Background: an optimization exercise with open tools, aiming at small area, a short achievable clock period and few clock cycles per item. Do not read the settings as production practice. RTL that was checked went through simulation tests only; none was proved equivalent to the original. Power and IR drop assume default switching activity.

// servo_slew_limiter
module servo_slew_limiter (
    input  logic        clk,
    input  logic        rst_n,
    input  logic        cmd_valid,
    output logic        cmd_stall,
    input  logic        cmd_op,
    input  logic [15:0] cmd_raw_angle,
    output logic        res_valid,
    input  logic        res_stall,
    output logic [7:0]  res_target_angle,
    output logic [7:0]  res_current_angle,
    output logic [11:0] res_target_pulse_us,
    output logic [11:0] res_drive_pulse_us,
    output logic        res_drive_updated,
    input  logic        cfg_valid,
    output logic        cfg_ready,
    input  logic [1:0]  cfg_index,
    input  logic [15:0] cfg_data
);
Size: roughly 200 flip-flops, about 0.015 mm2 of cells after synthesis.
make LEC_CHECK=0 CAP_MARGIN=20 CORE_MARGIN=2 CORE_UTILIZATION=40 CTS_BUF_LIST=sky130_fd_sc_hd__clkbuf_8 CTS_CLUSTER_SIZE=40 PLACE_DENSITY=0.6 SETUP_SLACK_MARGIN=5 SLEW_MARGIN=20 finish   # period 9.0 ns
run.sh (not shown) runs the stock make flow with config.mk's settings and CLKGATE_MAP_FILE= SYNTH_SCRIPT=/design/flow/synth_recipe.tcl, a recipe that flattens the netlist after the stock synthesis.
Testbench counts at the start, summed over its fixed seeds: cycles 24,208, items 24,000.
Edit:
--- a/flow/design.v
+++ b/flow/design.v
@@ -129,17 +129,17 @@
     assign raw_big  = (cmd_raw_angle[14:0] > 15'd360);
     assign raw_mid  = (cmd_raw_angle[8:0] > 9'd180);
     assign raw_half = {1'b0, cmd_raw_angle[8:1]} + {8'd0, cmd_raw_angle[0]};
     assign goal_set = cmd_raw_angle[15] ? 8'd0
                     : raw_big           ? 8'd180
                     : raw_mid           ? raw_half[7:0]
                     :                     cmd_raw_angle[7:0];
     assign cnt_inc  = cnt_r + 16'd1;
-    assign fire     = !(17'(cnt_r) + 17'd1 < 17'(itv_r));
+    assign fire     = (cnt_inc >= itv_r);
     assign gdiff    = {1'b0, goal_r} - {1'b0, now_r};
     assign up       = !gdiff[8];
     assign gmag     = gdiff[7:0] ^ {8{!up}};
     assign gcmp     = {1'b0, gmag} + {1'b0, ~step_r} + {8'd0, !up};
     assign snap     = !gcmp[8];
     assign now_up   = {1'b0, now_r} + {1'b0, step_r};
     assign now_dn   = {1'b0, now_r} - {1'b0, step_r};
     assign now_step = snap ? goal_r : (up ? now_up[7:0] : now_dn[7:0]);
@@ -159,17 +159,17 @@
         begin
             if (accept)
             begin
                 if (cmd_op)
                     goal_r <= goal_set;
                 else
                 begin
                     cnt_r <= fire ? 16'd0 : cnt_inc;
-                    if (fire)
+                    if (move)
                         now_r <= now_step;
                 end
             end
             if (accept)
                 s1_valid_r <= 1'b1;
             else if (x12)
                 s1_valid_r <= 1'b0;
             if (x12)
@@ -183,17 +183,17 @@
         end
     end
     always_ff @(posedge clk)
     begin
         if (accept)
         begin
             s1_goal_r  <= cmd_op;
             s1_moved_r <= !cmd_op && move;
-            x_r        <= cmd_op ? goal_set : (fire ? now_step : now_r);
+            x_r        <= cmd_op ? goal_set : (move ? now_step : now_r);
         end
         else if (seq_r == 5'd4)
             x_r <= goal_r;
         else if (seq_r == 5'd3)
             x_r <= now_r;
         if (x12 || seq_r == 5'd3 || seq_r == 5'd2)
         begin
             s2_goal_r <= busy ? (seq_r == 5'd3) : s1_goal_r;
Global-route usage decreases by 0.73 points.
Power decreases by 5.9%.
Cell area increases by 1.3%.
Worst setup slack is better by 0.045 ns.
Non-clock buffer count increases by 7.
Die area stays flat.
Clock skew increases by 0.0050 ns.
Synthesized area stays flat.
Fmax increases by 1.1%.
Synthesized cell count increases by 0.34%.
Hold slack is better by 0.0079 ns.
Count of clock-buffer cells in the layout is unchanged.
Utilization increases by 0.60 points.
The RTL of the second run of this note was laid out without a check of its function.

========
## Q
servo_slew_limiter, a different RTL version from the one above (not shown whole).
For scale: ~0.016 sq mm of cells after synthesis.
export LEC_CHECK = 0
export CAP_MARGIN = 20
export CORE_MARGIN = 2
export CORE_UTILIZATION = 40
export PLACE_DENSITY = 0.6
export SETUP_SLACK_MARGIN = 5
export SLEW_MARGIN = 20
create_clock -name core_clock -period 9.0 [get_ports {clk}]
[inputs] S vs Q
--- a/flow/design.v
+++ b/flow/design.v
@@ -32,15 +32,15 @@
     logic [4:0]  seq_r;
     logic        busy;
     logic [7:0]  now_r, goal_r;
     logic [15:0] cnt_r;
     logic        s1_valid_r, s1_goal_r, s1_moved_r;
     logic [7:0]  x_r;     
     logic        s2_valid_r, s2_goal_r, s2_moved_r;
-    logic [7:0]  s2_goal_ang_r, s2_now_ang_r;
+    logic [7:0]  s2_x_r;
     logic [11:0] cs_s_r, cs_t_r;
     logic        cs_c_r;
     logic        res_valid_r, res_moved_r;
     logic [7:0]  res_goal_r, res_now_r;
     logic [11:0] pg_r, pn_r;
     logic        accept, x12, x23, out_free, s2_free;
     assign cfg_ready = 1'b1;
@@ -191,30 +191,27 @@
         else if (seq_r == 5'd4)
             x_r <= goal_r;
         else if (seq_r == 5'd3)
             x_r <= now_r;
         if (x12 || seq_r == 5'd3 || seq_r == 5'd2)
         begin
             s2_goal_r <= busy ? (seq_r == 5'd3) : s1_goal_r;
+            s2_x_r    <= x_r;
             cs_s_r    <= mac_s;
             cs_t_r    <= mac_t;
             cs_c_r    <= mac_c;
         end
         if (x12)
-        begin
-            s2_moved_r    <= s1_moved_r;
-            s2_goal_ang_r <= goal_r;
-            s2_now_ang_r  <= now_r;
-        end
+            s2_moved_r <= s1_moved_r;
         if (x23)
-        begin
-            res_goal_r  <= s2_goal_ang_r;
-            res_now_r   <= s2_now_ang_r;
             res_moved_r <= s2_moved_r;
-        end
+        if ((x23 || seq_r == 5'd2 || seq_r == 5'd1) && s2_goal_r)
+            res_goal_r <= s2_x_r;
+        if ((x23 || seq_r == 5'd2 || seq_r == 5'd1) && !s2_goal_r)
+            res_now_r <= s2_x_r;
         if (seq_r == 5'd24)
             pg_r[7:0] <= {1'b0, mx_div[11:5]};
         else if (seq_r > 5'd3)
             pg_r[7:0] <= qbit ? 8'(trial - 9'd180) : trial[7:0];
         if ((x23 || seq_r == 5'd2 || seq_r == 5'd1) && s2_goal_r)
             pg_r <= pulse;
         if ((x23 || seq_r == 5'd2 || seq_r == 5'd1) && !s2_goal_r)
The number of well taps reported for S is smaller than that of Q by 1.4%. S: portion of the clock cycle consumed by the worst path in the final layout is 0.77 points lower than what Q reported. Post-layout worst setup margin: S vs Q up 69 ps. Power consumed by sequential cells delta (Q -> S): insignificant. For the instance area at placement, S came in 1.3% lower than Q did. Diff Q -> S: max capacitance violation total did not really move, synthesized cell count decreased about 0.9%. S vs Q — sequential cell count of the final layout dropped 3.9%. Diff Q -> S: die area decreased 1.4%; quantity of gates resized following cts climbed 21; shortest period the worst path allows shows a reduction of 69 ps.
Testbench counts of S, summed over its fixed seeds: cycles 24,208, items 24,000.
For Q, only the layout was checked, not whether the RTL still works.

-- static timing again, ports no longer ideal --
No port has a modelled driver above. Below, the same layouts with a new extraction and two added sets of constraints.
Step 1 assumes that a clkbuf_16 drives the clock port and a buf_2 every other input.
Step 2 also shifts input and output timing later by t, the mid clock arrival at the registers, as if the neighbouring blocks saw the same clock.
Slacks: ideal ports / drivers / drivers and shift; pairs: ideal ports / drivers.
| run | t, ns | slack for setup (ns) | worst data-port slew with drivers (ns) |
|---|---|---|---|
| the first run of note 1 | 0.536 | 4.959 / 4.959 / 4.586 | 0.04 |
| the second run of note 1 | 0.538 | 5.004 / 4.999 / 4.681 | 0.05 |
| Q | 0.599 | 4.946 / 4.946 / 4.592 | 0.05 |
| S | 0.495 | 5.015 / 4.991 / 4.663 | 0.05 |
After both steps setup and hold are still met in every run listed. The setup slack of the first run of note 1, which loses most, moves by 0.000 ns with the drivers and by -0.373 ns with both steps.
